Source: an optimization exercise on an open RTL-to-GDS flow (aim: small area, a short achievable clock period and few clock cycles). Production flows keep margins and buffers that such runs may drop.
Only simulation tests tie the RTL to the original design; equivalence was not proved.
No activity file was given, so power comes from the tool's default toggle rates.

File: flow/run.sh
#!/bin/bash
# synth_recipe.tcl (not shown) runs the flow's synth.tcl, then flattens the netlist and writes it again
# the make line also repeats each setting of config.mk as NAME=value (left out here)
make -C /OpenROAD-flow-scripts/flow DESIGN_CONFIG=/design/flow/config.mk WORK_HOME=/design/flow/orfs CLKGATE_MAP_FILE= SYNTH_SCRIPT=/design/flow/synth_recipe.tcl finish
File: flow/config.mk
export PLATFORM = sky130hd
export DESIGN_NAME = mp_seq_core
export DESIGN_NICKNAME = mp_seq_core
export VERILOG_FILES = /design/flow/design.v
export SDC_FILE = /design/flow/constraint.sdc
export NUM_CORES = 4
export LEC_CHECK = 0
export CAP_MARGIN = 20
export CORE_MARGIN = 2
export CORE_UTILIZATION = 30
export GPL_ROUTABILITY_DRIVEN = 1
export GPL_TIMING_DRIVEN = 1
export PLACE_DENSITY = 0.42
export SETUP_SLACK_MARGIN = 5.0
export SLEW_MARGIN = 20
File: flow/constraint.sdc
create_clock -name core_clock -period 9.0 [get_ports {clk}]
set_input_delay 1.8000 -clock core_clock [delete_from_list [all_inputs] [get_ports {clk}]]
set_output_delay 1.8000 -clock core_clock [all_outputs]
set_load 0.01 [all_outputs]
File: flow/design.v
`default_nettype none
module mp_seq_core (
  input  wire logic          clk,
  input  wire logic          rst,
  input  wire logic          bus_sel,
  input  wire logic          bus_wr,
  input  wire logic [15:0]   bus_addr,
  input  wire logic [31:0]   bus_din,
  output logic [31:0]        bus_dout,
  output logic               o_interrupt_out
);
  localparam logic [3:0] c_op_nop  = 4'h0;
  localparam logic [3:0] c_op_add  = 4'h1;
  localparam logic [3:0] c_op_sub  = 4'h2;
  localparam logic [3:0] c_op_and  = 4'h3;
  localparam logic [3:0] c_op_or   = 4'h4;
  localparam logic [3:0] c_op_xor  = 4'h5;
  localparam logic [3:0] c_op_mul  = 4'h6;
  localparam logic [3:0] c_op_halt = 4'hF;
  logic [31:0] r_inst [16];
  logic [31:0] r_data [16];
  logic [15:0] r_iv;           
  logic [15:0] r_dv;           
  logic [3:0]  r_pc;
  logic        r_int_en;
  logic        r_done;
  logic        r_err;
  logic        r_busy;
  logic        r_n;
  logic        r_z;
  logic [3:0]  r_fidx;         
  logic        r_fstop;        
  logic        r_rv;           
  logic [15:0] r_ir;           
  logic        r_e_alu;        
  logic        r_e_mul;        
  logic        r_e_sub, r_e_and, r_e_or, r_e_xor;
  logic        r_wr_now;       
  logic [15:0] r_we1h;         
  logic [3:0]  r_edst;
  logic [31:0] r_oa;
  logic [31:0] r_ob;           
  logic [1:0]  r_mph;          
  logic [31:0] r_acc_s;
  logic [31:0] r_acc_c;
  logic [10:0] r_low_s;        
  logic [10:0] r_low_c;
  logic        r_acc_ci;
  logic [21:0] r_plo;          
  logic w_bus_wr, w_bus_rd;
  logic w_inst_hit, w_data_hit;
  logic w_start, w_status_clr;
  logic [31:0] w_rd_data;
  logic [31:0] w_inst_rd, w_data_rd;
  assign w_bus_wr   = bus_sel & bus_wr;
  assign w_bus_rd   = bus_sel & ~bus_wr;
  assign w_inst_hit = (bus_addr[15:4] == 12'h010);
  assign w_data_hit = (bus_addr[15:4] == 12'h020);
  assign w_start      = w_bus_wr && (bus_addr == 16'h0000) && bus_din[0] && !r_busy;
  assign w_status_clr = w_bus_wr && (bus_addr == 16'h0002) && bus_din[0];
  assign w_inst_rd = r_iv[bus_addr[3:0]] ? r_inst[bus_addr[3:0]] : 32'd0;
  assign w_data_rd = r_dv[bus_addr[3:0]] ? r_data[bus_addr[3:0]] : 32'd0;
  always_comb begin
    w_rd_data = '0;
    if (bus_addr == 16'h0001) begin
      w_rd_data = {31'd0, r_int_en};
    end else if (bus_addr == 16'h0002) begin
      w_rd_data = {27'd0, r_n, r_z, r_err, r_busy, r_done};
    end else if (bus_addr == 16'h0003) begin
      w_rd_data = {28'd0, r_pc};
    end else if (w_inst_hit) begin
      w_rd_data = w_inst_rd;
    end else if (w_data_hit) begin
      w_rd_data = w_data_rd;
    end
  end
  logic w_done_nxt, w_int_en_nxt;
  logic        w_e_alu, w_e_mul;
  logic        w_mul_acc, w_mul_wr;
  logic        w_e_free;       
  logic [31:0] w_addsub;
  logic [31:0] w_alu_res;
  assign w_e_alu   = r_e_alu;
  assign w_e_mul   = r_e_mul;
  assign w_mul_acc = r_e_mul && !r_wr_now;
  assign w_mul_wr  = r_e_mul && r_wr_now;
  assign w_e_free  = !w_e_mul || w_mul_wr;
  assign w_addsub = r_oa + (r_e_sub ? ~r_ob : r_ob) + {31'd0, r_e_sub};
  always_comb begin
    if (r_e_and)      w_alu_res = r_oa & r_ob;
    else if (r_e_or)  w_alu_res = r_oa | r_ob;
    else if (r_e_xor) w_alu_res = r_oa ^ r_ob;
    else              w_alu_res = w_addsub;
  end
  logic [42:0] pp0;
  assign pp0 = {11'd0, r_oa & {32{r_ob[0]}}} << 0;
  logic [42:0] pp1;
  assign pp1 = {11'd0, r_oa & {32{r_ob[1]}}} << 1;
  logic [42:0] pp2;
  assign pp2 = {11'd0, r_oa & {32{r_ob[2]}}} << 2;
  logic [42:0] pp3;
  assign pp3 = {11'd0, r_oa & {32{r_ob[3]}}} << 3;
  logic [42:0] pp4;
  assign pp4 = {11'd0, r_oa & {32{r_ob[4]}}} << 4;
  logic [42:0] pp5;
  assign pp5 = {11'd0, r_oa & {32{r_ob[5]}}} << 5;
  logic [42:0] pp6;
  assign pp6 = {11'd0, r_oa & {32{r_ob[6]}}} << 6;
  logic [42:0] pp7;
  assign pp7 = {11'd0, r_oa & {32{r_ob[7]}}} << 7;
  logic [42:0] pp8;
  assign pp8 = {11'd0, r_oa & {32{r_ob[8]}}} << 8;
  logic [42:0] pp9;
  assign pp9 = {11'd0, r_oa & {32{r_ob[9]}}} << 9;
  logic [42:0] pp10;
  assign pp10 = {11'd0, r_oa & {32{r_ob[10]}}} << 10;
  logic [42:0] ra, rc;
  assign ra = {11'd0, r_acc_s};
  assign rc = {11'd0, r_acc_c};
  logic [42:0] t0s, t0c;
  assign t0s = ra ^ rc ^ pp0;
  assign t0c = {((ra & rc) | (ra & pp0) | (rc & pp0)), 1'b0};
  logic [42:0] t1s, t1c;
  assign t1s = pp1 ^ pp2 ^ pp3;
  assign t1c = {((pp1 & pp2) | (pp1 & pp3) | (pp2 & pp3)), 1'b0};
  logic [42:0] t2s, t2c;
  assign t2s = pp4 ^ pp5 ^ pp6;
  assign t2c = {((pp4 & pp5) | (pp4 & pp6) | (pp5 & pp6)), 1'b0};
  logic [42:0] t3s, t3c;
  assign t3s = pp7 ^ pp8 ^ pp9;
  assign t3c = {((pp7 & pp8) | (pp7 & pp9) | (pp8 & pp9)), 1'b0};
  logic [42:0] t4s, t4c;
  assign t4s = t0s ^ t0c ^ t1s;
  assign t4c = {((t0s & t0c) | (t0s & t1s) | (t0c & t1s)), 1'b0};
  logic [42:0] t5s, t5c;
  assign t5s = t1c ^ t2s ^ t2c;
  assign t5c = {((t1c & t2s) | (t1c & t2c) | (t2s & t2c)), 1'b0};
  logic [42:0] t6s, t6c;
  assign t6s = t3s ^ t3c ^ pp10;
  assign t6c = {((t3s & t3c) | (t3s & pp10) | (t3c & pp10)), 1'b0};
  logic [42:0] t7s, t7c;
  assign t7s = t4s ^ t4c ^ t5s;
  assign t7c = {((t4s & t4c) | (t4s & t5s) | (t4c & t5s)), 1'b0};
  logic [42:0] t8s, t8c;
  assign t8s = t5c ^ t6s ^ t6c;
  assign t8c = {((t5c & t6s) | (t5c & t6c) | (t6s & t6c)), 1'b0};
  logic [42:0] t9s, t9c;
  assign t9s = t7s ^ t7c ^ t8s;
  assign t9c = {((t7s & t7c) | (t7s & t8s) | (t7c & t8s)), 1'b0};
  logic [42:0] t10s, t10c;
  assign t10s = t9s ^ t9c ^ t8c;
  assign t10c = {((t9s & t9c) | (t9s & t8c) | (t9c & t8c)), 1'b0};
  logic [42:0] e0s, e0c;
  assign e0s = t10s;
  assign e0c = t10c;
  logic [11:0] w_low;
  logic [42:0] w_fin;
  logic [31:0] w_lo, w_hi;
  assign w_low = {1'b0, r_low_s} + {1'b0, r_low_c} + {11'd0, r_acc_ci};
  assign w_fin = {r_acc_s, r_low_s} + {r_acc_c, r_low_c} + {42'd0, r_acc_ci};
  assign w_lo  = {w_fin[9:0], r_plo};
  assign w_hi  = w_fin[41:10];
  logic        w_e_we;
  logic [15:0] w_core_we;
  logic [31:0] w_lo_hi_e, w_lo_hi_o;
  logic [15:0] w_inst_we, w_data_we;
  logic [31:0] w_wdata_e, w_wdata_o;
  always_comb begin
    for (int i = 0; i < 16; i++) begin
      w_core_we[i] = r_wr_now && r_we1h[i];
      w_inst_we[i] = w_bus_wr && !r_busy && w_inst_hit && (bus_addr[3:0] == 4'(i));
      w_data_we[i] = r_busy ? w_core_we[i]
                            : (w_bus_wr && w_data_hit && (bus_addr[3:0] == 4'(i)));
    end
  end
  assign w_lo_hi_e = r_edst[0] ? w_hi : w_lo;
  assign w_lo_hi_o = r_edst[0] ? w_lo : w_hi;
  assign w_wdata_e = !r_busy ? bus_din : (w_mul_wr ? w_lo_hi_e : w_alu_res);
  assign w_wdata_o = !r_busy ? bus_din : (w_mul_wr ? w_lo_hi_o : w_alu_res);
  logic [3:0]  w_rop, w_rs1, w_rs2;
  logic [31:0] w_s1, w_s2;
  logic [3:0]  w_rdst;
  logic        w_r_alu;
  assign w_rop   = r_ir[15:12];
  assign w_rdst  = r_ir[11:8];
  assign w_r_alu = (w_rop >= c_op_add) && (w_rop <= c_op_xor);
  assign w_rs1 = r_ir[7:4];
  assign w_rs2 = r_ir[3:0];
  assign w_s1 = w_core_we[w_rs1] ? (w_rs1[0] ? w_wdata_o : w_wdata_e) :
                (r_dv[w_rs1] ? r_data[w_rs1] : 32'd0);
  assign w_s2 = w_core_we[w_rs2] ? (w_rs2[0] ? w_wdata_o : w_wdata_e) :
                (r_dv[w_rs2] ? r_data[w_rs2] : 32'd0);
  logic [31:0] w_fword;
  logic [15:0] w_fir;
  logic [3:0]  w_fop;
  logic        w_f_term, w_f_ill;
  logic        w_ir_term, w_ir_ill;
  logic        w_run;          
  logic        w_rv;           
  logic        w_r_move;       
  logic        w_f_load;       
  logic        w_end_now;
  logic [31:0] w_inst0;
  logic [15:0] w_ir_idle;
  assign w_fword  = r_iv[r_fidx] ? r_inst[r_fidx] : 32'd0;
  assign w_fir    = {w_fword[31:28], w_fword[19:16], w_fword[11:8], w_fword[3:0]};
  assign w_fop    = w_fir[15:12];
  assign w_f_term = (w_fop > c_op_mul);
  assign w_f_ill  = w_f_term && (w_fop != c_op_halt);
  assign w_inst0   = w_inst_we[0] ? bus_din : (r_iv[0] ? r_inst[0] : 32'd0);
  assign w_ir_idle = {w_inst0[31:28], w_inst0[19:16], w_inst0[11:8], w_inst0[3:0]};
  assign w_ir_term = (w_rop > c_op_mul);
  assign w_ir_ill  = w_ir_term && (w_rop != c_op_halt);
  assign w_run     = w_start && !w_ir_term;
  assign w_rv      = r_busy ? r_rv : 1'b1;
  assign w_r_move  = w_run || (r_busy && w_e_free);
  assign w_f_load  = w_run || (r_busy && !r_fstop && (w_e_free || !r_rv));
  assign w_end_now = r_busy && r_fstop && !r_rv && w_e_free;
  assign w_int_en_nxt = (w_bus_wr && (bus_addr == 16'h0001)) ? bus_din[0] : r_int_en;
  assign w_done_nxt   = (w_start && w_ir_term) || w_end_now || (r_done && !w_status_clr);
  always_ff @(posedge clk or posedge rst) begin
    if (rst) begin
      r_iv      <= '0;
      r_dv      <= '0;
      r_pc      <= '0;
      r_int_en  <= 1'b0;
      r_done    <= 1'b0;
      r_err     <= 1'b0;
      r_busy    <= 1'b0;
      r_n       <= 1'b0;
      r_z       <= 1'b0;
      r_fidx    <= 4'd1;
      r_fstop   <= 1'b0;
      r_rv      <= 1'b0;
      r_ir      <= '0;
      r_e_alu   <= 1'b0;
      r_e_mul   <= 1'b0;
      r_wr_now  <= 1'b0;
      r_mph     <= '0;
      r_acc_s   <= '0;
      r_acc_c   <= '0;
      r_acc_ci  <= 1'b0;
      bus_dout  <= '0;
      o_interrupt_out <= 1'b0;
    end else begin
      if (w_bus_rd) begin
        bus_dout <= w_rd_data;
      end
      r_int_en        <= w_int_en_nxt;
      o_interrupt_out <= w_done_nxt & w_int_en_nxt;
      r_iv <= r_iv | w_inst_we;
      r_dv <= r_dv | w_data_we;
      r_done <= w_done_nxt;
      if (w_status_clr) begin
        r_err  <= 1'b0;
      end
      if (w_start && w_ir_term) begin
        r_pc   <= 4'd0;
        if (w_ir_ill) begin
          r_err <= 1'b1;
        end
      end
      if (w_run) begin
        r_busy  <= 1'b1;
        r_fstop <= 1'b0;
      end else if (w_end_now) begin
        r_busy  <= 1'b0;
        r_fidx  <= 4'd1;
      end
      if (!r_busy && !w_run) begin
        r_ir <= w_ir_idle;
      end else if (w_f_load) begin
        if (w_f_term) begin
          r_fstop <= 1'b1;
          r_rv    <= 1'b0;
          r_pc    <= r_fidx;
          if (w_f_ill) begin
            r_err <= 1'b1;
          end
        end else begin
          r_rv   <= 1'b1;
          r_ir   <= w_fir;
          r_fidx <= r_fidx + 4'd1;
          if (r_fidx == 4'hF) begin
            r_fstop <= 1'b1;
            r_pc    <= 4'd0;
          end
        end
      end else if (w_r_move) begin
        r_rv <= 1'b0;
      end
      if (w_r_move) begin
        r_e_alu  <= w_rv && w_r_alu;
        r_e_mul  <= w_rv && (w_rop == c_op_mul);
        r_wr_now <= w_rv && w_r_alu;
      end else if (w_mul_acc && r_mph == 2'd2) begin
        r_wr_now <= 1'b1;
      end
      if (w_e_alu) begin
        r_n <= w_alu_res[31];
        r_z <= (w_alu_res == 32'd0);
      end
      if (w_mul_acc) begin
        r_acc_s  <= e0s[42:11];
        r_acc_c  <= e0c[42:11];
        r_acc_ci <= (r_mph == 2'd0) ? 1'b0 : w_low[11];
        if (r_mph == 2'd0) begin
          r_z <= (r_oa == 32'd0) || (r_ob == 32'd0);
        end
      end
      if (w_mul_wr) begin
        r_acc_s  <= '0;
        r_acc_c  <= '0;
        r_acc_ci <= 1'b0;
        r_n      <= w_hi[31];
      end
      if (w_e_mul) begin
        r_mph <= w_mul_wr ? 2'd0 : r_mph + 2'd1;
      end
    end
  end
  always_ff @(posedge clk) begin
    if (w_r_move) begin
      r_e_sub <= (w_rop == c_op_sub);
      r_e_and <= (w_rop == c_op_and);
      r_e_or  <= (w_rop == c_op_or);
      r_e_xor <= (w_rop == c_op_xor);
      r_edst  <= r_ir[11:8];
      for (int i = 0; i < 16; i++) begin
        r_we1h[i] <= (w_rdst == 4'(i)) || ((w_rop == c_op_mul) && (w_rdst + 4'd1 == 4'(i)));
      end
      r_oa   <= w_s1;
      r_ob   <= w_s2;
    end else if (w_mul_acc) begin
      r_ob   <= {11'd0, r_ob[31:11]};
    end
    r_low_s <= e0s[10:0];
    r_low_c <= e0c[10:0];
    r_plo   <= {w_low[10:0], r_plo[21:11]};
    for (int i = 0; i < 16; i++) begin
      if (w_inst_we[i]) begin
        r_inst[i] <= bus_din;
      end
      if (w_data_we[i]) begin
        r_data[i] <= i[0] ? w_wdata_o : w_wdata_e;
      end
    end
  end
endmodule
`default_nettype wire
==> results of run 1 <==
worst register-to-register path, cell delays in order, from the launching register on:
cell      delay, ps
dfrtp_1         640
buf_4           300
nand2b_1        390
nor3_2          220
buf_4           460
a22oi_1         290
nand4_1         150
o22ai_1         820
nor2_1          130
a221oi_2        360
a21oi_1         120
final timing paths:
| kind | from | slack [ps] | to |
|---|---|---|---|
| setup reg to reg | r_ir[2] | 4850 | r_ob[7] |
| hold reg to reg | r_plo[17] | 370 | r_plo[6] |
| max in group asynchronous | rst | 6360 | r_acc_s[31] |
| hold / removal | r_plo[17] | 370 | r_plo[6] |
| min in group asynchronous | rst | 1390 | r_acc_c[2] |
| setup / recovery | r_ir[2] | 4850 | r_ob[7] |
cell type report:
cell class,count,area (um^2),share of cell area [%]
Multi-Input combinational cell,4291,35790,39.32
Tap cell,3330,4167,4.578
Sequential cell,1315,38270,42.06
Clock inverter,93,1336,1.468
Clock buffer,194,4158,4.569
Antenna cell,7,17.52,0.01925
Inverter,522,2128,2.339
Timing Repair inverter,2,20.02,0.02200
Timing Repair Buffer,511,5122,5.628
placed cells by master (no fill, tap or decap), types with 33 or more instances in the layout:
cell type        count
xor2_1              44
o22ai_2             33
or2_2               36
nand2b_1            36
a221oi_1           155
nand4_1            188
nand3_1            137
mux2i_1             57
a22o_1             188
a22oi_1            695
a211oi_1            51
clkinv_2            44
ha_1               156
nor2_4              64
nor2_2              44
nor3_1              46
o22ai_1            193
fa_1               320
nor2_1             384
nand2_1            317
buf_12              47
edfxtp_1          1109
buf_4              322
clkbuf_16          164
clkdlybuf4s50_1     79
mux4_2              34
buf_6               36
o21ai_0            168
dfxtp_1             39
inv_1              469
a21oi_1            342
dfrtp_1            159
logic make-up (layout without fill, tap and decap cells):
kind of cell    after synthesis  in the layout  share of synthesized area (%)
compound gates             2132           2148                          20.00
mux                         105            105                          1.990
buf+inv                     974           1322                          4.943
simple gates               1439           1444                          9.044
other cells                   0              7                              0
xor+xnor                     87             87                          1.019
fa+ha+maj                   507            507                          11.85
flops                      1315           1315                          51.15
power breakdown:
| group | switching (uW) | internal [uW] |
|---|---|---|
| sequential | 0.947 | 6600 |
| combinational | 481 | 165 |
| clock | 2880 | 3990 |
metal layers:
layer  global-route usage (%)  vias up  share of wire (%)
met5                        0        -               0.12
met4                    15.55       30                6.5
met3                    10.52     1348                 13
met2                    44.85     5380                 41
met1                    42.03    33970                 39
li1                         -    25630                  -
registers in the layout, indices dropped and copies added (netlist names), 16 cells and up:
signal / flops
r_ir: 16
r_we1h: 16
r_plo: 22
r_inst: 512
r_ob: 32
r_data: 512
r_iv: 16
r_acc_s: 32
bus_dout: 32
r_dv: 16
r_oa: 32
r_acc_c: 32
timing repair:
item,CTS,global route
setup buffers,115,74
gates cloned,24,15
pin swaps,48,85
setup endpoints to repair,1546,941
gates resized for setup,324,277
through the flow:
| step | instances | hold WS (ps) | utilization (%) | setup WS (ps) | area, um^2 |
|---|---|---|---|---|---|
| 6_report | 10270 | 370.3 | 36.67 | 4853 | 91010 |
| 2_1_floorplan | 6559 | 344.6 | - | 3574 | 75070 |
| 4_1_cts | 10170 | 366.4 | 35.84 | 4736 | 88960 |
| 3_5_place_dp | 9743 | 361.8 | 32.51 | 2494 | 80700 |
| 3_3_place_gp | 9741 | 365.1 | 32.49 | 2633 | 80640 |
| 5_1_grt | 10260 | 377.2 | 36.66 | 4806 | 90990 |
==> flow_summary.json, run 1 <==
{
  "drv_cap": 0,
  "die_area_um2": 253400,
  "critical_path_class": "reg -> reg",
  "syn_area_per_cell_um2": 11.40,
  "synth_seq_area_share_pct": 51.15,
  "crit_buf_inv": 2,
  "drc": 0,
  "syn-num-nets": 7118,
  "synthTopCellsByCount": "1109 x edfxtp_1, 698 x a22oi_1, 492 x inv_1",
  "reg2reg_depth": 10,
  "min_path_cells": 0,
  "drive_gt1_share_pct": 17.94,
  "die_h_um": 503.3,
  "ys.flop_type": "edfxtp_1",
  "leakage_uw": 0.03270,
  "end_kind": "register",
  "routedWlPerCell_um": 40.46,
  "max_freq_ghz": 0.2411,
  "overflow": 0,
  "hold_violations": 0,
  "slew_headroom_pct": 16.66,
  "path_clk_slew_ps": 60,
  "path_depth": 10,
  "tightest_slew_ps": 1250,
  "via_count": 66350,
  "yosysMostFrequentCell": "edfxtp_1",
  "synth_edf_count": 1109,
  "synth_area_leaders": "edfxtp_1 45%, fa_1 9.0%, a22oi_1 7.0%, dfrtp_1 5.6%, ha_1 2.9%",
  "slowest_stage": "o22ai_1",
  "slowest_delay_ps": 820,
  "path_delay_family": "compound AO/OA/AOI/OAI gates",
  "start_util_pct": 30.14,
  "numCtsBuffers": 155,
  "worst_clock_skew_ps": 61.62,
  "hpwl_mm": 242.7,
  "slew_violations": 0,
  "vias_per_cell": 6.464,
  "clock-sinks": 1315,
  "ir_drop_mv": 0.1704,
  "die-width_um": 503.3,
  "nFillCells": 24270,
  "path_cells": "buf_4 -> nand2b_1 -> nor3_2 -> buf_4 -> a22oi_1 -> nand4_1 -> o22ai_1 -> nor2_1 -> a221oi_2 -> a21oi_1",
  "syn_inst": 6559,
  "status": "complete, no violations",
  "arrival_ps": 4690,
  "core-area_um2": 248200,
  "grt_max_degree": 104,
  "ant_nets": 0,
  "row_count": 183,
  "cts_root_buf": "clkbuf_16",
  "clock_path_buffers": 3,
  "drtPass1Iterations": 10,
  "port_buffers": 84,
  "power_uw": 14110,
  "grt_pass1_vias": 63340,
  "synth_area_um2": 74800,
  "fin_nets": 7357,
  "gp_congestion": 0.9362,
  "grt_first_pass_wirelength_mm": 546.2,
  "power_density_nw_per_um2": 155.1,
  "holdCritPathClass": "reg -> reg",
  "grt_usage_pct": 31.31,
  "setup_viol": 0,
  "yosysWarnings": 3,
  "ys_ff_latch": 1315,
  "wl_mm": 415.3,
  "cts_tree": "yes",
  "ios": 85,
  "synth_area_leader_cell": "edfxtp_1",
  "worstSetupStartpointType": "register",
  "finalSetupTns_ps": 0,
  "ys_async_sr_fraction_pct": 12.70,
  "synthDistinctLibCells": 98,
  "area_growth_pct": 21.66,
  "min_period_over_period_pct": 46.08,
  "cts-htree-levels": 4,
  "clk_latency_ps": 830,
  "worstPathMaxFanout": 27,
  "final.min_clock_period_ps": 4147,
  "synth_top_area_share_pct": 44.52,
  "cpMostUsedCell": "buf_4",
  "grt_setup_unrepaired": "yes",
  "dr.first_iter.drc_count": 12120,
  "critPathRequiredTime_ps": 9540,
  "antenna_found_initial": 36,
  "hold_buffers": 0
}
Testbench counts, summed over its fixed seeds: cycles 25,985.
==> inputs of run 2 (changes only) <==
--- a/flow/design.v
+++ b/flow/design.v
@@ -36,5 +36,5 @@
   logic        r_e_mul;        
+  logic        r_e_add;        
   logic        r_e_sub, r_e_and, r_e_or, r_e_xor;
   logic        r_wr_now;       
-  logic [15:0] r_we1h;         
   logic [3:0]  r_edst;
@@ -54,2 +54,3 @@
   logic [31:0] w_inst_rd, w_data_rd;
+  logic [31:0] w_dport;        
   assign w_bus_wr   = bus_sel & bus_wr;
@@ -61,3 +62,3 @@
   assign w_inst_rd = r_iv[bus_addr[3:0]] ? r_inst[bus_addr[3:0]] : 32'd0;
-  assign w_data_rd = r_dv[bus_addr[3:0]] ? r_data[bus_addr[3:0]] : 32'd0;
+  assign w_data_rd = w_dport;
   always_comb begin
@@ -87,8 +88,15 @@
   assign w_e_free  = !w_e_mul || w_mul_wr;
-  assign w_addsub = r_oa + (r_e_sub ? ~r_ob : r_ob) + {31'd0, r_e_sub};
+  assign w_addsub = r_oa + r_ob + {31'd0, r_e_sub};
+  logic [31:0] w_alu_misc;
+  logic        w_alu_z;
+  assign w_alu_misc = ({32{r_e_and}} & (r_oa & r_ob))
+                    | ({32{r_e_or}}  & (r_oa | r_ob))
+                    | ({32{r_e_xor}} & (r_oa ^ r_ob));
+  assign w_alu_res  = ({32{r_e_add}} & w_addsub) | w_alu_misc;
   always_comb begin
-    if (r_e_and)      w_alu_res = r_oa & r_ob;
-    else if (r_e_or)  w_alu_res = r_oa | r_ob;
-    else if (r_e_xor) w_alu_res = r_oa ^ r_ob;
-    else              w_alu_res = w_addsub;
+    if (r_e_sub)      w_alu_z = &(r_oa ^ r_ob);
+    else if (r_e_and) w_alu_z = ~|(r_oa & r_ob);
+    else if (r_e_or)  w_alu_z = ~|(r_oa | r_ob);
+    else if (r_e_xor) w_alu_z = (r_oa == r_ob);
+    else              w_alu_z = ((r_oa ^ r_ob) == {r_oa[30:0] | r_ob[30:0], 1'b0});
   end
@@ -169,3 +177,3 @@
     for (int i = 0; i < 16; i++) begin
-      w_core_we[i] = r_wr_now && r_we1h[i];
+      w_core_we[i] = r_wr_now && ((r_edst == 4'(i)) || (r_e_mul && (r_edst + 4'd1 == 4'(i))));
       w_inst_we[i] = w_bus_wr && !r_busy && w_inst_hit && (bus_addr[3:0] == 4'(i));
@@ -177,4 +185,8 @@
   assign w_lo_hi_o = r_edst[0] ? w_lo : w_hi;
-  assign w_wdata_e = !r_busy ? bus_din : (w_mul_wr ? w_lo_hi_e : w_alu_res);
-  assign w_wdata_o = !r_busy ? bus_din : (w_mul_wr ? w_lo_hi_o : w_alu_res);
+  logic [31:0] w_wb_term, w_oth_e, w_oth_o;
+  assign w_wb_term = r_busy ? 32'd0 : bus_din;
+  assign w_oth_e   = w_wb_term | ({32{w_mul_wr}} & w_lo_hi_e) | w_alu_misc;
+  assign w_oth_o   = w_wb_term | ({32{w_mul_wr}} & w_lo_hi_o) | w_alu_misc;
+  assign w_wdata_e = ({32{r_e_add}} & w_addsub) | w_oth_e;
+  assign w_wdata_o = ({32{r_e_add}} & w_addsub) | w_oth_o;
   logic [3:0]  w_rop, w_rs1, w_rs2;
@@ -188,4 +200,6 @@
   assign w_rs2 = r_ir[3:0];
-  assign w_s1 = w_core_we[w_rs1] ? (w_rs1[0] ? w_wdata_o : w_wdata_e) :
-                (r_dv[w_rs1] ? r_data[w_rs1] : 32'd0);
+  logic [3:0]  w_dsel;
+  assign w_dsel  = (!r_busy && w_bus_rd) ? bus_addr[3:0] : w_rs1;
+  assign w_dport = r_dv[w_dsel] ? r_data[w_dsel] : 32'd0;
+  assign w_s1 = w_core_we[w_rs1] ? (w_rs1[0] ? w_wdata_o : w_wdata_e) : w_dport;
   assign w_s2 = w_core_we[w_rs2] ? (w_rs2[0] ? w_wdata_o : w_wdata_e) :
@@ -236,2 +250,7 @@
       r_e_alu   <= 1'b0;
+      r_e_add   <= 1'b0;
+      r_e_sub   <= 1'b0;
+      r_e_and   <= 1'b0;
+      r_e_or    <= 1'b0;
+      r_e_xor   <= 1'b0;
       r_e_mul   <= 1'b0;
@@ -239,5 +258,2 @@
       r_mph     <= '0;
-      r_acc_s   <= '0;
-      r_acc_c   <= '0;
-      r_acc_ci  <= 1'b0;
       bus_dout  <= '0;
@@ -293,2 +309,7 @@
         r_e_alu  <= w_rv && w_r_alu;
+        r_e_add  <= w_rv && ((w_rop == c_op_add) || (w_rop == c_op_sub));
+        r_e_sub  <= w_rv && (w_rop == c_op_sub);
+        r_e_and  <= w_rv && (w_rop == c_op_and);
+        r_e_or   <= w_rv && (w_rop == c_op_or);
+        r_e_xor  <= w_rv && (w_rop == c_op_xor);
         r_e_mul  <= w_rv && (w_rop == c_op_mul);
@@ -300,8 +321,5 @@
         r_n <= w_alu_res[31];
-        r_z <= (w_alu_res == 32'd0);
+        r_z <= w_alu_z;
       end
       if (w_mul_acc) begin
-        r_acc_s  <= e0s[42:11];
-        r_acc_c  <= e0c[42:11];
-        r_acc_ci <= (r_mph == 2'd0) ? 1'b0 : w_low[11];
         if (r_mph == 2'd0) begin
@@ -311,5 +329,2 @@
       if (w_mul_wr) begin
-        r_acc_s  <= '0;
-        r_acc_c  <= '0;
-        r_acc_ci <= 1'b0;
         r_n      <= w_hi[31];
@@ -322,13 +337,15 @@
   always_ff @(posedge clk) begin
+    if (w_mul_acc) begin
+        r_acc_s  <= e0s[42:11];
+        r_acc_c  <= e0c[42:11];
+        r_acc_ci <= (r_mph == 2'd0) ? 1'b0 : w_low[11];
+    end else begin
+      r_acc_s  <= '0;
+      r_acc_c  <= '0;
+      r_acc_ci <= 1'b0;
+    end
     if (w_r_move) begin
-      r_e_sub <= (w_rop == c_op_sub);
-      r_e_and <= (w_rop == c_op_and);
-      r_e_or  <= (w_rop == c_op_or);
-      r_e_xor <= (w_rop == c_op_xor);
       r_edst  <= r_ir[11:8];
-      for (int i = 0; i < 16; i++) begin
-        r_we1h[i] <= (w_rdst == 4'(i)) || ((w_rop == c_op_mul) && (w_rdst + 4'd1 == 4'(i)));
-      end
       r_oa   <= w_s1;
-      r_ob   <= w_s2;
+      r_ob   <= (w_rop == c_op_sub) ? ~w_s2 : w_s2;
     end else if (w_mul_acc) begin
--- a/flow/config.mk
+++ b/flow/config.mk
@@ -7,3 +7,3 @@
 export LEC_CHECK = 0
-export CAP_MARGIN = 20
+export CAP_MARGIN = 5
 export CORE_MARGIN = 2
@@ -14,2 +14,2 @@
 export SETUP_SLACK_MARGIN = 5.0
-export SLEW_MARGIN = 20
+export SLEW_MARGIN = 5
==> run 2 against run 1 <==
Still clean on timing, DRC and antenna; setup slack better by 28 ps; non-clock buffer count up 36; total power down 5.0%; critical path type is now in -> reg.
==> flow_summary.json, run 2 <==
{
  "setup_viol": 0,
  "ys_ff_latch": 1303,
  "slew_headroom_pct": 11.87,
  "yosysWarnings": 3,
  "gp_congestion": 0.9491,
  "worst_clock_skew_ps": 59.49,
  "via_count": 59130,
  "holdWs_ps": 383.3,
  "r2r-end": "r_ob[6]",
  "row_count": 178,
  "antenna_found_initial": 25,
  "synthTopCellsByCount": "1092 x edfxtp_1, 579 x a22oi_1, 448 x nor2_1",
  "clock-sinks": 1303,
  "synth_top_area_share_pct": 46.26,
  "grt_usage_pct": 29.58,
  "path_clk_slew_ps": 60,
  "die_area_um2": 240200,
  "placed_area_um2": 76840,
  "routedWlPerCell_um": 38.11,
  "clk_latency_ps": 840,
  "leakage_uw": 0.03022,
  "arrival_ps": 4520,
  "holdCritPathClass": "reg -> reg",
  "crit_path_start": "bus_addr[14]",
  "die-width_um": 490.1,
  "port_buffers": 84,
  "clock_path_buffers": 3,
  "overflow": 0,
  "ys.flop_type": "edfxtp_1",
  "syn-num-nets": 6544,
  "hold_buffers": 0,
  "worstPathMaxFanout": 33,
  "reg2reg_depth": 12,
  "grt_first_pass_wirelength_mm": 495.4,
  "core-area_um2": 235200,
  "status": "complete, no violations",
  "drv_cap": 0,
  "end_kind": "register",
  "vias_per_cell": 6.140,
  "max_freq_ghz": 0.2428,
  "synth_area_um2": 70890,
  "drtPass1Iterations": 8,
  "min_period_over_period_pct": 45.77,
  "tightest_slew_ps": 1313,
  "synthDistinctLibCells": 109,
  "grt_setup_unrepaired": "yes",
  "syn_inst": 6014,
  "mostFrequentLayoutCells": "1092 x edfxtp_1, 577 x a22oi_1, 375 x inv_1, 372 x nor2_1, 367 x nand2_1",
  "synth_edf_count": 1092,
  "die_h_um": 490.1,
  "ios": 85,
  "final.min_clock_period_ps": 4119,
  "endpoint": "r_data[12][20]",
  "worst-r2r-setup-slack_ps": 4970,
  "hold_violations": 0,
  "ir_drop_mv": 0.2099,
  "fin_area_um2": 86960,
  "cts_root_buf": "clkbuf_16",
  "layout_commonest_cell": "edfxtp_1",
  "drc": 0,
  "synth_area_leaders": "edfxtp_1 46%, fa_1 9.5%, a22oi_1 6.1%, dfrtp_1 3.7%, dfxtp_1 2.9%",
  "area_growth_pct": 22.67,
  "ant_nets": 0,
  "power_uw": 13410,
  "ys_async_sr_fraction_pct": 8.212,
  "slew_violations": 0,
  "cts_tree": "yes",
  "grt_pass1_vias": 57640,
  "numCtsBuffers": 154,
  "critPathRequiredTime_ps": 9400,
  "reg_top3": "r_data: 512 flops, r_inst: 512 flops",
  "synth_seq_area_share_pct": 52.98,
  "finish.utilization_pct": 36.97,
  "worstSetupStartpointType": "primary input",
  "start_util_pct": 30.14,
  "power_density_nw_per_um2": 154.2,
  "grt_max_degree": 68,
  "hpwl_mm": 230.1,
  "yosysMostFrequentCell": "edfxtp_1",
  "fin_nets": 6871,
  "rr_startpoint": "r_ir[1]",
  "wl_mm": 367.1,
  "drive_gt1_share_pct": 19.09,
  "synth_area_leader_cell": "edfxtp_1",
  "finalSetupTns_ps": 0,
  "critical_path_class": "in -> reg",
  "syn_area_per_cell_um2": 11.79,
  "cts-htree-levels": 4,
  "dr.first_iter.drc_count": 9287
}
==> run 2: cell types whose count changed after synthesis, sizes merged, moves of 65 or more <==
cell    delta
a21oi    -105
a22o      -66
a22oi    -119
clkbuf    -70
dfxtp     +65
inv      -103
o22ai    -123
==> run 2: critical path, cell delays in order <==
cell and delay [ps]:
dlygate4sd2_1 260, nor4_4 330, nand3_4 170, or3b_4 630, nor3_4 280, buf_12 200, a22o_4 770
==> run 2: layout make-up <==
cell class / instances / area (um^2)
clock buffers: 201 / 4174
well taps: 3150 / 3941
fillers: 22970 / 148200
diodes: 11 / 27.53
repair inverters: 2 / 17.52
repair buffers: 547 / 5537
inverters: 416 / 1707
multi-input cells: 3917 / 33130
clock inverters: 84 / 854.6
flip-flops and latches: 1303 / 37560
==> run 2: metal layers <==
| layer | vias to the layer above | GRT usage (%) | share of wire, % |
|---|---|---|---|
| li1 | 23480 | - | - |
| met1 | 30350 | 38.41 | 39 |
| met2 | 4200 | 44.46 | 43 |
| met3 | 1085 | 7.483 | 10 |
| met4 | 16 | 17.65 | 7.2 |
| met5 | - | 0 | 0.027 |
==> run 2: worst min path at each step <==
stage	from	end	depth (start not counted)
2_1_floorplan	r_plo[17]	r_plo[6]	0
3_3_place_gp	r_plo[16]	r_plo[5]	0
3_5_place_dp	r_plo[12]	r_plo[1]	0
4_1_cts	r_plo[12]	r_plo[1]	0
5_1_grt	r_plo[14]	r_plo[3]	0
6_report	r_plo[12]	r_plo[1]	0
==> run 2: power breakdown <==
part           switching (uW)  leakage [uW]  internal (uW)  total [uW]
logic                     411        0.0159            177         587
registers                2.93        0.0119           6500        6500
clock network            2730       0.00244           3590        6320
total                    3150        0.0302          10300       13400
==> run 2: repair_timing <==
action,in CTS,in global routing
resized for setup,409,176
setup buffers,140,93
cloned,23,5
setup endpoints to repair,1649,849
hold endpoints to repair,0,0
pin swaps,67,57
==> run 2: through the flow <==
step / cells / setup WS (ps)
final: 9631 / 4881
after global routing: 9622 / 4906
after CTS: 9522 / 4810
after detailed placement: 9074 / 2180
after global placement: 9074 / 2291
after floorplan: 6014 / 4572
==> run 2: kinds of logic (layout without fill, tap and decap cells) <==
| kind of cell | count (synthesis) | after routing | share of synthesized area, % |
|---|---|---|---|
| AOI/OAI and AO/OA | 1723 | 1728 | 17.37 |
| xor gates and xnor gates | 108 | 108 | 1.345 |
| adders and majority gates | 478 | 478 | 12.01 |
| buffers and inverters | 811 | 1250 | 4.448 |
| DFF | 1303 | 1303 | 52.98 |
| muxes | 108 | 108 | 1.894 |
| other | 0 | 11 | 0 |
| and+or+nand+nor | 1483 | 1495 | 9.959 |
Testbench counts of run 2, summed over its fixed seeds: cycles 25,985.
==> inputs of run 3 (changes only) <==
--- a/flow/config.mk
+++ b/flow/config.mk
@@ -10,2 +10,4 @@
 export CORE_UTILIZATION = 30
+export CTS_CLUSTER_DIAMETER = 60
+export CTS_CLUSTER_SIZE = 25
 export GPL_ROUTABILITY_DRIVEN = 1
==> run 3 against run 2 <==
Still clean on timing, DRC and antenna; die area unchanged; synthesized cell count stayed put; utilization down 0.25 points; fmax rose by 1.2%; worst hold slack worse by 1.4 ps; largest cell class unchanged; highest routed layer unchanged.
==> flow_summary.json, run 3 <==
{
  "status": "complete, no violations",
  "port_buffers": 84,
  "mostFrequentLayoutCells": "1092 x edfxtp_1, 578 x a22oi_1, 374 x inv_1, 369 x nor2_1, 366 x nand2_1",
  "wl_mm": 367.0,
  "slowest_stage": "a22o_4",
  "tightest_slew_ps": 1292,
  "clk_latency_ps": 860,
  "synth_area_leader_cell": "edfxtp_1",
  "numCtsBuffers": 121,
  "clock_path_buffers": 3,
  "path_cells": "dlygate4sd2_1 -> nor4_4 -> nand3_4 -> or3b_4 -> nor3_4 -> buf_12 -> a22o_4",
  "yosysMostFrequentCell": "edfxtp_1",
  "final.min_clock_period_ps": 4068,
  "reg_top3": "r_data: 512 flops, r_inst: 512 flops",
  "power_density_nw_per_um2": 148.9,
  "core-area_um2": 235200,
  "cts_tree": "yes",
  "critPathRequiredTime_ps": 9420,
  "clock-sinks": 1303,
  "finalSetupTns_ps": 0,
  "worstSetupStartpointType": "primary input",
  "worst-r2r-setup-slack_ps": 4980,
  "grt_max_degree": 68,
  "min_period_over_period_pct": 45.20,
  "drc": 0,
  "fin_nets": 6825,
  "grt_usage_pct": 29.46,
  "synth_top_area_share_pct": 46.26,
  "grt_first_pass_wirelength_mm": 493.8,
  "synth_seq_area_share_pct": 52.98,
  "end_kind": "register",
  "synth_area_leaders": "edfxtp_1 46%, fa_1 9.5%, a22oi_1 6.1%, dfrtp_1 3.7%, dfxtp_1 2.9%",
  "die-width_um": 490.1,
  "yosysWarnings": 3,
  "layout_commonest_cell": "edfxtp_1",
  "arrival_ps": 4490,
  "ys_async_sr_fraction_pct": 8.212,
  "drive_gt1_share_pct": 19.07,
  "path_clk_slew_ps": 70,
  "antenna_found_initial": 32,
  "slowest_delay_ps": 770,
  "hold_buffers": 0,
  "hpwl_mm": 230.1,
  "ir_drop_mv": 0.1608,
  "drv_cap": 0,
  "die_h_um": 490.1,
  "row_count": 178,
  "hold_violations": 0,
  "grt_pass1_vias": 57340,
  "ys_ff_latch": 1303,
  "start_util_pct": 30.14,
  "slew_headroom_pct": 13.70,
  "routedWlPerCell_um": 38.39,
  "nFillCells": 23010,
  "holdCritPathClass": "reg -> reg",
  "synth_area_um2": 70890,
  "worstPathMaxFanout": 33,
  "max_freq_ghz": 0.2458,
  "ant_nets": 0,
  "via_count": 58950,
  "power_uw": 12860,
  "synth_edf_count": 1092,
  "ys.flop_type": "edfxtp_1",
  "cts_root_buf": "clkbuf_16",
  "leakage_uw": 0.02987,
  "overflow": 0,
  "area_growth_pct": 21.84,
  "cts-htree-levels": 3,
  "syn-num-nets": 6544,
  "setup_viol": 0,
  "synthTopCellsByCount": "1092 x edfxtp_1, 579 x a22oi_1, 448 x nor2_1",
  "dr.first_iter.drc_count": 8973,
  "die_area_um2": 240200,
  "slew_violations": 0,
  "syn_inst": 6014,
  "drtPass1Iterations": 7,
  "ios": 85,
  "fin_area_um2": 86370,
  "grt_setup_unrepaired": "yes",
  "placed_area_um2": 76840,
  "synthDistinctLibCells": 109,
  "critical_path_class": "in -> reg",
  "gp_congestion": 0.9491,
  "worst_clock_skew_ps": 100.7,
  "vias_per_cell": 6.167,
  "syn_area_per_cell_um2": 11.79
}
==> run 3: cell counts after synthesis <==
No cell type changed its count.
==> run 3: power breakdown <==
group / total, uW / internal [uW] / leakage [uW] / switching, uW
clock: 5790 / 2840 / 0.00216 / 2960
combinational: 578 / 167 / 0.0158 / 410
sequential: 6490 / 6490 / 0.0119 / 2.92
==> run 3: logic make-up after synthesis <==
kind of cell / Yosys count / synth area share (%)
XOR/XNOR: 108 / 1.345
multiplexers: 108 / 1.894
AND/OR/NAND/NOR: 1483 / 9.959
flip-flops: 1303 / 52.98
adder cells (fa/ha/maj): 478 / 12.01
buffers and inverters: 811 / 4.448
AO/OA/AOI/OAI: 1723 / 17.37
==> run 3: path summary, 6_finish.rpt <==
check	from	endpoint	cells after the start
min in group asynchronous	rst	r_rv	2
max	bus_addr[11]	r_data[12][29]	7
max reg2reg	r_ir[0]	r_ob[6]	13
min reg2reg	r_plo[12]	r_plo[1]	0
max in group asynchronous	rst	r_ir[1]	3
min	r_plo[12]	r_plo[1]	0
==> run 3: cell type report <==
cell class	count	area [um^2]	area share (%)
flip-flops and latches	1303	37570	43.50
clock buffers	127	3080	3.567
repair buffers	534	5410	6.264
well taps	3150	3941	4.563
multi-input cells	3918	33180	38.41
diodes	9	22.52	0.02608
inverters	416	1722	1.993
repair inverters	1	8.758	0.01014
clock inverters	100	1440	1.667
==> run 3: stage by stage <==
step                      setup WS, ps  instances  hold slack, ps  util [%]
final                             4932       9558           381.9     36.72
after CTS                         4841       9480           377.7     36.07
after detailed placement          2180       9074           366.9     32.67
after global placement            2291       9074           370.9     32.67
after global routing              4949       9550           382.9     36.72
after floorplan                   4572       6014           350.7         -
==> run 3: critical path, delay by kind of cell <==
kind / cells / cell delay (ps)
compound gates: 1 / 770
simple gates: 4 / 1370
buf+inv: 2 / 460
==> run 3: routing by layer <==
| metal | routed length (um) | part of all wire, % | global-route usage (%) | up-vias |
|---|---|---|---|---|
| met5 | 164 | 0.045 | 0 | - |
| met4 | 25750 | 7.0 | 17.20 | 24 |
| met3 | 38850 | 11 | 7.331 | 1065 |
| met2 | 159500 | 43 | 44.68 | 4175 |
| met1 | 142700 | 39 | 38.12 | 30310 |
| li1 | - | - | - | 23370 |
==> run 3: repair_timing <==
item,in CTS,in global routing
gates resized for setup,405,193
buffers inserted,156,61
pin swaps,67,41
gates cloned,23,8
setup endpoints to repair,1637,784
==> inputs of run 4 (changes only) <==
--- a/flow/config.mk
+++ b/flow/config.mk
@@ -14,3 +14,3 @@
 export GPL_TIMING_DRIVEN = 1
-export PLACE_DENSITY = 0.42
+export PLACE_DENSITY = 0.5
 export SETUP_SLACK_MARGIN = 5.0
==> run 4 against run 3 <==
Die area did not move; first-iteration DRC count rose by 13%; critical endpoint is now r_ob[4]; area after synthesis did not move; largest power group unchanged; largest cell class unchanged; register-to-register slack got worse by 80 ps; fmax fell by 0.68%; synthesized cell count did not move; non-clock buffer count rose by 7; sequential power barely moved; still clean; total power fell by 2.4%; utilization barely moved; sequential share of layout area barely moved; clock skew fell by 34 ps.
==> flow_summary.json, run 4 <==
{
  "status": "complete, no violations",
  "met1_usage_pct": 34.99,
  "critical_path_class": "reg -> reg",
  "clk_latency_ps": 840,
  "overflow": 0,
  "synth_edf_count": 1092,
  "area_growth_pct": 21.83,
  "mostFrequentLayoutCells": "1092 x edfxtp_1, 576 x a22oi_1, 377 x inv_1, 370 x nor2_1, 365 x nand2_1",
  "reg_top3": "r_data: 512 flops, r_inst: 512 flops",
  "syn_inst": 6014,
  "wl_mm": 342.3,
  "setup_viol": 0,
  "gr-usage-met2_pct": 40.36,
  "ant_nets": 0,
  "grt_max_degree": 69,
  "synth_top_area_share_pct": 46.26,
  "slowest_delay_ps": 800,
  "die_h_um": 490.1,
  "die_area_um2": 240200,
  "synth_area_leader_cell": "edfxtp_1",
  "drtPass1Iterations": 9,
  "numCtsBuffers": 115,
  "final.min_clock_period_ps": 4096,
  "port_buffers": 84,
  "ios": 85,
  "clock-sinks": 1303,
  "cpMostUsedCell": "buf_4",
  "power_uw": 12550,
  "gp_congestion": 0.9704,
  "cts-htree-levels": 3,
  "synth_area_um2": 70890,
  "slew_violations": 0,
  "holdCritPathClass": "reg -> reg",
  "ys_async_sr_fraction_pct": 8.212,
  "fin_nets": 6820,
  "met3_usage_pct": 7.977,
  "drv_cap": 0,
  "grt_setup_unrepaired": "yes",
  "grt_pass1_vias": 57180,
  "crit_buf_inv": 2,
  "leakage_uw": 0.02992,
  "preCtsSetupSlack_ps": 2015,
  "yosysWarnings": 3,
  "arrival_ps": 4640,
  "cts_tree": "yes",
  "vias_per_cell": 6.207,
  "yosysMostFrequentCell": "edfxtp_1",
  "path_delay_family": "simple AND/OR/NAND/NOR gates",
  "ys.flop_type": "edfxtp_1",
  "worstSetupStartpointType": "register",
  "path_clk_slew_ps": 70,
  "tightest_slew_ps": 1374,
  "via_count": 59310,
  "synthTopCellsByCount": "1092 x edfxtp_1, 579 x a22oi_1, 448 x nor2_1",
  "routedWlPerCell_um": 35.83,
  "syn-num-nets": 6544,
  "drive_gt1_share_pct": 19.32,
  "critPathRequiredTime_ps": 9540,
  "core-area_um2": 235200,
  "finalSetupTns_ps": 0,
  "slew_headroom_pct": 7.741,
  "end_kind": "register",
  "dr.first_iter.drc_count": 10150,
  "start_util_pct": 30.14,
  "power_density_nw_per_um2": 145.3,
  "grt_first_pass_wirelength_mm": 465.1,
  "drc": 0,
  "clock_path_buffers": 3,
  "cts_root_buf": "clkbuf_16",
  "syn_area_per_cell_um2": 11.79,
  "synth_seq_area_share_pct": 52.98,
  "grt_busiest_layer": "met2",
  "hold_violations": 0,
  "path_cells": "nand2_1 -> nor3_2 -> buf_4 -> buf_4 -> a22o_1 -> a221oi_1 -> nand3_1 -> o22ai_2 -> nor3_1 -> nor2_1 -> xnor2_1 -> a21oi_1",
  "slowest_stage": "dfrtp_1",
  "antenna_found_initial": 36,
  "synthDistinctLibCells": 109,
  "row_count": 178,
  "worst-r2r-setup-slack_ps": 4900,
  "holdWs_ps": 394.7,
  "min_period_over_period_pct": 45.51,
  "die-width_um": 490.1,
  "hpwl_mm": 214.7,
  "ys_ff_latch": 1303,
  "grt_usage_pct": 27.34,
  "placed_area_um2": 76710,
  "ir_drop_mv": 0.1538,
  "worstPathMaxFanout": 25,
  "worst_clock_skew_ps": 67.03,
  "layout_commonest_cell": "edfxtp_1",
  "fin_area_um2": 86360,
  "setup_slack_ps": 4904,
  "max_freq_ghz": 0.2441,
  "synth_area_leaders": "edfxtp_1 46%, fa_1 9.5%, a22oi_1 6.1%, dfrtp_1 3.7%, dfxtp_1 2.9%"
}
==> run 4: cell count changes in the layout (fill, tap and decap cells not counted), sizes merged, moves of 4 or more <==
cell | previous run | this run
buf | 439 | 446
clkbuf | 137 | 131
clkdlybuf4s50 | 66 | 72
diode | 9 | 14
dlygate4sd2 | 11 | 6
nand2b | 28 | 23
nor2 | 455 | 451
==> run 4: through the flow <==
step	util (%)	instances
detailed placement	32.62	9053
floorplan	-	6014
global route	36.71	9542
finish	36.72	9555
global placement	32.61	9052
CTS	36.01	9450
==> run 4: kinds of logic after synthesis <==
group / Yosys count / synth area share [%]
compound gates: 1723 / 17.37
mux: 108 / 1.894
buf+inv: 811 / 4.448
xor+xnor: 108 / 1.345
flops: 1303 / 52.98
fa+ha+maj: 478 / 12.01
simple gates: 1483 / 9.959
==> run 4: routing by layer <==
metal  vias up  share of wire (%)
met5         -              0.075
met4        36                8.1
met3      1335                 12
met2      4850                 42
met1     29720                 37
li1      23370                  -
==> run 4: report_power, final <==
group / internal (uW) / leakage [uW] / switching [uW]
combinational: 173 / 0.0160 / 400
clock: 2770 / 0.00201 / 2710
sequential: 6490 / 0.0119 / 2.18
==> run 4: path summary, 6_finish.rpt <==
check | depth (start not counted) | startpoint | end
worst max-delay path | 12 | r_ir[3] | r_ob[4]
worst min-delay path | 0 | r_plo[12] | r_plo[1]
worst max register to register | 12 | r_ir[3] | r_ob[4]
worst min register to register | 0 | r_plo[12] | r_plo[1]
max in group asynchronous | 3 | rst | bus_dout[11]
min in group asynchronous | 2 | rst | r_done
==> run 4: worst reg2reg max path, delay by kind of cell, from the launching register on <==
| family | cells | cell delay [ps] |
|---|---|---|
| compound gates | 4 | 820 |
| xor+xnor | 1 | 150 |
| buf+inv | 2 | 810 |
| flops | 1 | 800 |
| simple gates | 5 | 1270 |
==> run 4: what timing repair did <==
action,CTS,global route
resized for setup,431,175
buffers inserted,159,84
setup endpoints to repair,1716,703
cloned,20,7
hold buffers,0,0
pin swaps,66,49
==> run 4: area by class of cell <==
class | count | area (um^2)
tap | 3150 | 3941
multi-input combinational | 3911 | 33190
clock inverter | 94 | 1185
timing repair inverter | 2 | 12.51
antenna | 14 | 35.03
sequential | 1303 | 37550
timing repair buffer | 541 | 5771
inverter | 416 | 1660
fill | 22830 | 148800
clock buffer | 124 | 3007
==> inputs of run 5 (changes only) <==
--- a/flow/config.mk
+++ b/flow/config.mk
@@ -14,3 +14,3 @@
 export GPL_TIMING_DRIVEN = 1
-export PLACE_DENSITY = 0.5
+export PLACE_DENSITY = 0.36
 export SETUP_SLACK_MARGIN = 5.0
==> run 5 against run 4 <==
Still clean on timing, DRC and antenna; critical path depth increased by 3; worst hold slack got worse by 40 ps; fmax about the same; largest cell class unchanged; highest routed layer unchanged.
==> flow_summary.json, run 5 <==
{
  "status": "complete, no violations",
  "reg_top3": "r_data: 512 flops, r_inst: 512 flops",
  "max_freq_ghz": 0.2441,
  "synth_seq_area_share_pct": 52.98,
  "grt_pass1_vias": 57030,
  "setup_viol": 0,
  "synth_top_area_share_pct": 46.26,
  "synthTopCellsByCount": "1092 x edfxtp_1, 579 x a22oi_1, 448 x nor2_1",
  "row_count": 178,
  "end_kind": "register",
  "die_h_um": 490.1,
  "yosysWarnings": 3,
  "die-width_um": 490.1,
  "finalSetupTns_ps": 0,
  "gp_congestion": 0.9231,
  "syn-num-nets": 6544,
  "grt_setup_unrepaired": "yes",
  "min_period_over_period_pct": 45.52,
  "mostFrequentLayoutCells": "1092 x edfxtp_1, 578 x a22oi_1, 380 x nor2_1, 371 x inv_1, 365 x nand2_1",
  "ant_nets": 0,
  "numCtsBuffers": 138,
  "holdCritPathClass": "reg -> reg",
  "cts_root_buf": "clkbuf_16",
  "ys.flop_type": "edfxtp_1",
  "cts_tree": "yes",
  "grt_first_pass_wirelength_mm": 496.6,
  "layout_commonest_cell": "edfxtp_1",
  "slew_headroom_pct": 9.873,
  "clk_latency_ps": 860,
  "drv_cap": 0,
  "grt_usage_pct": 29.89,
  "clock-sinks": 1303,
  "synth_compound_area_share_pct": 17.37,
  "final.min_clock_period_ps": 4097,
  "ys_ff_latch": 1303,
  "drc": 0,
  "synth_top_family_by_area": "compound AO/OA/AOI/OAI gates",
  "critical_path_class": "reg -> reg",
  "routedWlPerCell_um": 38.95,
  "syn_area_per_cell_um2": 11.79,
  "drive_gt1_share_pct": 21.03,
  "clock_path_buffers": 3,
  "synth_edf_count": 1092,
  "synth_fa_ha_area_share_pct": 12.01,
  "synthMuxAreaShare_pct": 1.894,
  "drtPass1Iterations": 10,
  "dr.first_iter.drc_count": 8450,
  "worst-r2r-setup-slack_ps": 4900,
  "worstPathMaxFanout": 8,
  "ios": 85,
  "core-area_um2": 235200,
  "synthDistinctLibCells": 109,
  "power_density_nw_per_um2": 150.6,
  "via_count": 58550,
  "slew_violations": 0,
  "grt_max_degree": 108,
  "start_util_pct": 30.14,
  "path_clk_slew_ps": 70,
  "syn_inst": 6014,
  "worstSetupStartpointType": "register",
  "vias_per_cell": 6.058,
  "ir_drop_mv": 0.1634,
  "synth_area_leaders": "edfxtp_1 46%, fa_1 9.5%, a22oi_1 6.1%, dfrtp_1 3.7%, dfxtp_1 2.9%",
  "leakage_uw": 0.03076,
  "arrival_ps": 4680,
  "setup_slack_ps": 4903,
  "port_buffers": 84,
  "preCtsSetupSlack_ps": 2044,
  "synth_area_um2": 70890,
  "cts-htree-levels": 4,
  "antenna_found_initial": 35,
  "synth_area_leader_cell": "edfxtp_1",
  "fin_nets": 6919,
  "overflow": 0,
  "yosysMostFrequentCell": "edfxtp_1",
  "critPathRequiredTime_ps": 9580,
  "hold_violations": 0,
  "tightest_slew_ps": 1342,
  "hpwl_mm": 237.6,
  "synth-simple-area-share_pct": 9.959,
  "area_growth_pct": 24.77,
  "hold_buffers": 0,
  "synth_xor_area_share_pct": 1.345,
  "wl_mm": 376.5,
  "nFillCells": 22890,
  "ys_async_sr_fraction_pct": 8.212,
  "worst_clock_skew_ps": 70.60,
  "die_area_um2": 240200
}
==> run 5: cell counts after synthesis <==
No cell type changed its count.
==> run 5: final cells by class <==
type | count | area, um^2 | share of cell area, %
inverter | 416 | 1658 | 1.874
timing repair buffer | 620 | 6720 | 7.598
clock inverter | 100 | 1252 | 1.416
tap | 3150 | 3941 | 4.456
multi-input combinational | 3910 | 33690 | 38.10
antenna | 11 | 27.53 | 0.03112
sequential | 1303 | 37580 | 42.49
clock buffer | 155 | 3570 | 4.036
==> run 5: layer usage <==
| layer | vias to the layer above | GRT usage (%) | share of wire [%] |
|---|---|---|---|
| met1 | 30500 | 40.73 | 42 |
| li1 | 23570 | - | - |
| met2 | 3616 | 46.66 | 45 |
| met4 | 20 | 12.38 | 4.8 |
| met5 | - | 0.1190 | 0.046 |
| met3 | 844 | 5.558 | 8.6 |
==> run 5: stage by stage <==
stage / hold WS, ps / power (uW) / instances / cell area (um^2) / util (%)
final: 354.7 / 13320 / 9665 / 88440 / 37.61
after global routing: 371.0 / 13650 / 9655 / 88420 / 37.59
after CTS: 345.2 / 13380 / 9506 / 85630 / 36.41
after detailed placement: 365.5 / 7148 / 9062 / 76850 / 32.68
after global placement: 362.8 / 7150 / 9062 / 76850 / 32.67
after floorplan: 350.7 / 6834 / 6014 / 71910 / -
==> run 5: what timing repair did <==
item | CTS | global route
setup buffers | 173 | 137
pin swaps | 69 | 93
setup endpoints to repair | 1671 | 762
gates resized for setup | 448 | 253
gates cloned | 16 | 11
==> run 5: kinds of logic (layout without fill, tap and decap cells) <==
kind of cell,count (synthesis),in the layout
compound gates,1723,1731
simple gates,1483,1485
flops,1303,1303
buf+inv,811,1291
fa+ha+maj,478,478
xor+xnor,108,108
mux,108,108
other cells,0,11
==> run 5: worst paths after layout <==
path | endpoint | cells after the start | startpoint
setup / recovery | r_data[2][31] | 15 | r_oa[12]
setup reg to reg | r_data[2][31] | 15 | r_oa[12]
hold / removal | r_plo[6] | 0 | r_plo[17]
max in group asynchronous | r_e_sub | 3 | rst
hold reg to reg | r_plo[6] | 0 | r_plo[17]
min in group asynchronous | r_dv[9] | 3 | rst
==> run 5: where the power goes <==
group	internal, uW	total [uW]	switching [uW]
Sequential	6490	6490	3.77
Clock	3210	6150	2950
Combinational	212	670	458
==> run 5: critical path, stage by stage, from the launching register on <==
cell,delay (ps)
edfxtp_1,380
buf_6,210
clkinv_4,170
ha_4,320
a21oi_1,220
inv_1,170
a211oi_4,370
a21oi_2,110
buf_4,180
a221oi_4,350
or4_1,170
and4_2,270
a21boi_4,370
buf_12,160
o21ai_0,110
buf_4,240
==> inputs of run 6 (changes only) <==
--- a/flow/config.mk
+++ b/flow/config.mk
@@ -10,7 +10,7 @@
 export CORE_UTILIZATION = 30
-export CTS_CLUSTER_DIAMETER = 60
-export CTS_CLUSTER_SIZE = 25
+export CTS_CLUSTER_DIAMETER = 70
+export CTS_CLUSTER_SIZE = 30
 export GPL_ROUTABILITY_DRIVEN = 1
 export GPL_TIMING_DRIVEN = 1
-export PLACE_DENSITY = 0.36
+export PLACE_DENSITY = 0.42
 export SETUP_SLACK_MARGIN = 5.0
==> run 6 against run 5 <==
Still clean on timing, DRC and antenna; sequential cell count unchanged; final cell count decreased by 1.1%; register-to-register slack got worse by 60 ps; die area unchanged; design area decreased by 2.5%; clock skew increased by 27 ps; critical path type unchanged; critical endpoint is now r_data[13][15]; largest power group unchanged; highest routed layer unchanged.
==> flow_summary.json, run 6 <==
{
  "vias_per_cell": 6.170,
  "critical_path_class": "reg -> reg",
  "clk_latency_ps": 840,
  "overflow": 0,
  "via_count": 59010,
  "synth-simple-area-share_pct": 9.959,
  "synth_top_area_share_pct": 46.26,
  "gp_congestion": 0.9491,
  "syn-num-nets": 6544,
  "grt_setup_unrepaired": "yes",
  "synth_seq_area_share_pct": 52.98,
  "status": "complete, no violations",
  "clock-sinks": 1303,
  "synth_area_um2": 70890,
  "synth_fa_ha_area_share_pct": 12.01,
  "synth_edf_count": 1092,
  "synth_xor_area_share_pct": 1.345,
  "slowest_stage": "o21ai_1",
  "syn_inst": 6014,
  "tightest_slew_ps": 1350,
  "cts-htree-levels": 3,
  "setup_viol": 0,
  "ir_drop_mv": 0.1853,
  "grt_max_degree": 68,
  "worstPathMaxFanout": 8,
  "critPathRequiredTime_ps": 9440,
  "holdCritPathClass": "reg -> reg",
  "comb_power_share_pct": 4.7,
  "path_cells": "ha_1 -> a21oi_2 -> nor2_1 -> a211oi_1 -> nand4bb_1 -> a41oi_1 -> xnor2_1 -> mux2i_1 -> o21ai_1",
  "slew_violations": 0,
  "ys.flop_type": "edfxtp_1",
  "arrival_ps": 4600,
  "synth_area_leader_cell": "edfxtp_1",
  "ys_ff_latch": 1303,
  "mostFrequentLayoutCells": "1092 x edfxtp_1, 578 x a22oi_1, 373 x inv_1, 372 x nor2_1, 361 x nand2_1",
  "clockPowerShare_pct": 43.6,
  "max_freq_ghz": 0.2408,
  "dpl.cell_count": 9074,
  "numCtsBuffers": 108,
  "row_count": 178,
  "reg_top3": "r_data: 512 flops, r_inst: 512 flops",
  "grt_first_pass_wirelength_mm": 491.7,
  "layout_commonest_cell": "edfxtp_1",
  "ys_async_sr_fraction_pct": 8.212,
  "slowest_delay_ps": 940,
  "drv_cap": 0,
  "cts_tree": "yes",
  "final.min_clock_period_ps": 4153,
  "pwr-share-seq_pct": 51.7,
  "p_int_uw": 9251,
  "synthTopCellsByCount": "1092 x edfxtp_1, 579 x a22oi_1, 448 x nor2_1",
  "stdcell_count": 9563,
  "synthDistinctLibCells": 109,
  "power_uw": 12550,
  "cts_root_buf": "clkbuf_16",
  "worst_clock_skew_ps": 97.88,
  "synthMuxAreaShare_pct": 1.894,
  "min_period_over_period_pct": 46.14,
  "area_growth_pct": 21.61,
  "antenna_found_initial": 40,
  "end_kind": "register",
  "hpwl_mm": 230.1,
  "yosysWarnings": 3,
  "hold_buffers": 0,
  "grt_pass1_vias": 57200,
  "power.switching_uw": 3298,
  "power_density_nw_per_um2": 145.6,
  "start_util_pct": 30.14,
  "die-width_um": 490.1,
  "synth_compound_area_share_pct": 17.37,
  "ios": 85,
  "switching_share_pct": 26.28,
  "leakage_uw": 0.02981,
  "die_area_um2": 240200,
  "routedWlPerCell_um": 38.32,
  "grt_usage_pct": 29.30,
  "wl_mm": 366.5,
  "path_clk_slew_ps": 90,
  "drive_gt1_share_pct": 19.07,
  "core-area_um2": 235200,
  "worstSetupStartpointType": "register",
  "fin_nets": 6836,
  "syn_area_per_cell_um2": 11.79,
  "drc": 0,
  "port_buffers": 84,
  "finalSetupTns_ps": 0,
  "die_h_um": 490.1,
  "synth_area_leaders": "edfxtp_1 46%, fa_1 9.5%, a22oi_1 6.1%, dfrtp_1 3.7%, dfxtp_1 2.9%",
  "ant_nets": 0,
  "dr.first_iter.drc_count": 9381,
  "slew_headroom_pct": 9.808,
  "hold_violations": 0,
  "drtPass1Iterations": 9,
  "clock_path_buffers": 3,
  "yosysMostFrequentCell": "edfxtp_1",
  "synth_top_family_by_area": "compound AO/OA/AOI/OAI gates"
}
run 6: cell counts after synthesis:
No cell type changed its count.
run 6: layer usage:
layer	part of all wire, %	track usage [%]
met1	39	38.10
met2	43	44.28
met3	11	7.236
met4	7.2	17.14
met5	0.076	0
run 6: layout make-up:
| class | instances | area (um^2) |
|---|---|---|
| fill | 23000 | 149000 |
| sequential | 1303 | 37570 |
| multi-input combinational | 3917 | 33090 |
| timing repair buffer | 557 | 5707 |
| tap | 3150 | 3941 |
| clock buffer | 116 | 2754 |
| inverter | 416 | 1738 |
| clock inverter | 90 | 1348 |
| timing repair inverter | 3 | 28.78 |
| antenna | 11 | 27.53 |
run 6: path summary, 6_finish.rpt:
| path | startpoint | end | slack, ps | cells after the start |
|---|---|---|---|---|
| setup / recovery | r_low_s[10] | r_data[13][15] | 4850 | 9 |
| hold / removal | r_plo[12] | r_plo[1] | 380 | 0 |
| setup reg to reg | r_low_s[10] | r_data[13][15] | 4850 | 9 |
| hold reg to reg | r_plo[12] | r_plo[1] | 380 | 0 |
| max in group asynchronous | rst | bus_dout[23] | 6290 | 3 |
| min in group asynchronous | rst | r_rv | 1410 | 2 |
run 6: stage by stage:
| step | hold WS [ps] | util, % | setup slack [ps] | instance area, um^2 |
|---|---|---|---|---|
| 3_5_place_dp | 366.9 | 32.67 | 2180 | 76840 |
| 3_3_place_gp | 370.9 | 32.67 | 2291 | 76830 |
| 5_1_grt | 384.6 | 36.64 | 4933 | 86180 |
| 4_1_cts | 378.3 | 35.94 | 4790 | 84520 |
| 2_1_floorplan | 350.7 | - | 4572 | 71910 |
| 6_report | 381.9 | 36.65 | 4847 | 86200 |
run 6: cells by family (layout without fill, tap and decap cells):
| family | after synthesis | after routing |
|---|---|---|
| other | 0 | 11 |
| DFF | 1303 | 1303 |
| adders and majority gates | 478 | 478 |
| buffers and inverters | 811 | 1182 |
| AOI/OAI and AO/OA | 1723 | 1726 |
| muxes | 108 | 108 |
| and+or+nand+nor | 1483 | 1497 |
| xor gates and xnor gates | 108 | 108 |
run 6: power groups by stage:
| stage | sequential, uW | clock, uW | combinational [uW] |
|---|---|---|---|
| 3_5_place_dp | 6630 | 0 | 476 |
| 5_1_grt | 6490 | 5750 | 599 |
| 2_1_floorplan | 6620 | 0 | 211 |
| 4_1_cts | 6490 | 5540 | 548 |
| 6_report | 6490 | 5470 | 589 |
| 3_3_place_gp | 6630 | 0 | 474 |
run 6: worst max-delay path, delay by kind of cell (launching register included):
family | cells | cell delay, ps
multiplexers | 1 | 170
AO/OA/AOI/OAI | 4 | 2020
adder cells (fa/ha/maj) | 1 | 380
XOR/XNOR | 1 | 470
flip-flops | 1 | 310
AND/OR/NAND/NOR | 2 | 430
run 6: repair_timing:
item	in CTS	in global routing
buffers inserted	161	79
pin swaps	62	40
setup endpoints to repair	1675	828
resized for setup	417	190
gates cloned	21	11

## separate check: timing with driven ports
Ports are ideal in the flow. The routed layouts listed here were re-timed in OpenROAD.
Step 1 (the two cells are an assumption about what drives the block):
set clk [get_ports {clk}]
set_driving_cell -lib_cell sky130_fd_sc_hd__clkbuf_16 $clk
set_driving_cell -lib_cell sky130_fd_sc_hd__buf_2 [delete_from_list [all_inputs] $clk]
Step 2 adds t to the input delays and takes it off the output delays; t is the mean of the earliest and latest rising clock arrival at the registers after step 1. Input paths then give back, and output paths get back, about the clock's delay inside the block.
a / b / c = ideal ports / drivers / drivers and shift; a / b = the first two.
run	shift t [ns]	setup slack, ns	latest minus earliest clock arrival (ns)	slew at the worst register clock pin (ns)	worst data-port slew with drivers (ns)
run 1	0.902	4.853 / 4.853 / 4.073	0.068 / 0.068	0.07 / 0.07	0.11
run 2	0.902	4.881 / 4.919 / 4.042	0.060 / 0.060	0.06 / 0.06	0.18
run 3	0.901	4.932 / 4.924 / 4.046	0.101 / 0.101	0.10 / 0.10	0.15
run 4	0.891	4.904 / 4.904 / 4.101	0.067 / 0.067	0.09 / 0.09	0.15
run 5	0.916	4.903 / 4.887 / 3.971	0.084 / 0.084	0.09 / 0.09	0.16
run 6	0.887	4.847 / 4.847 / 4.064	0.098 / 0.098	0.10 / 0.10	0.16
After both steps setup and hold are still met in every run listed. For run 5, which loses most, drivers alone change the setup slack by -0.016 ns; drivers and shift together by -0.932 ns.
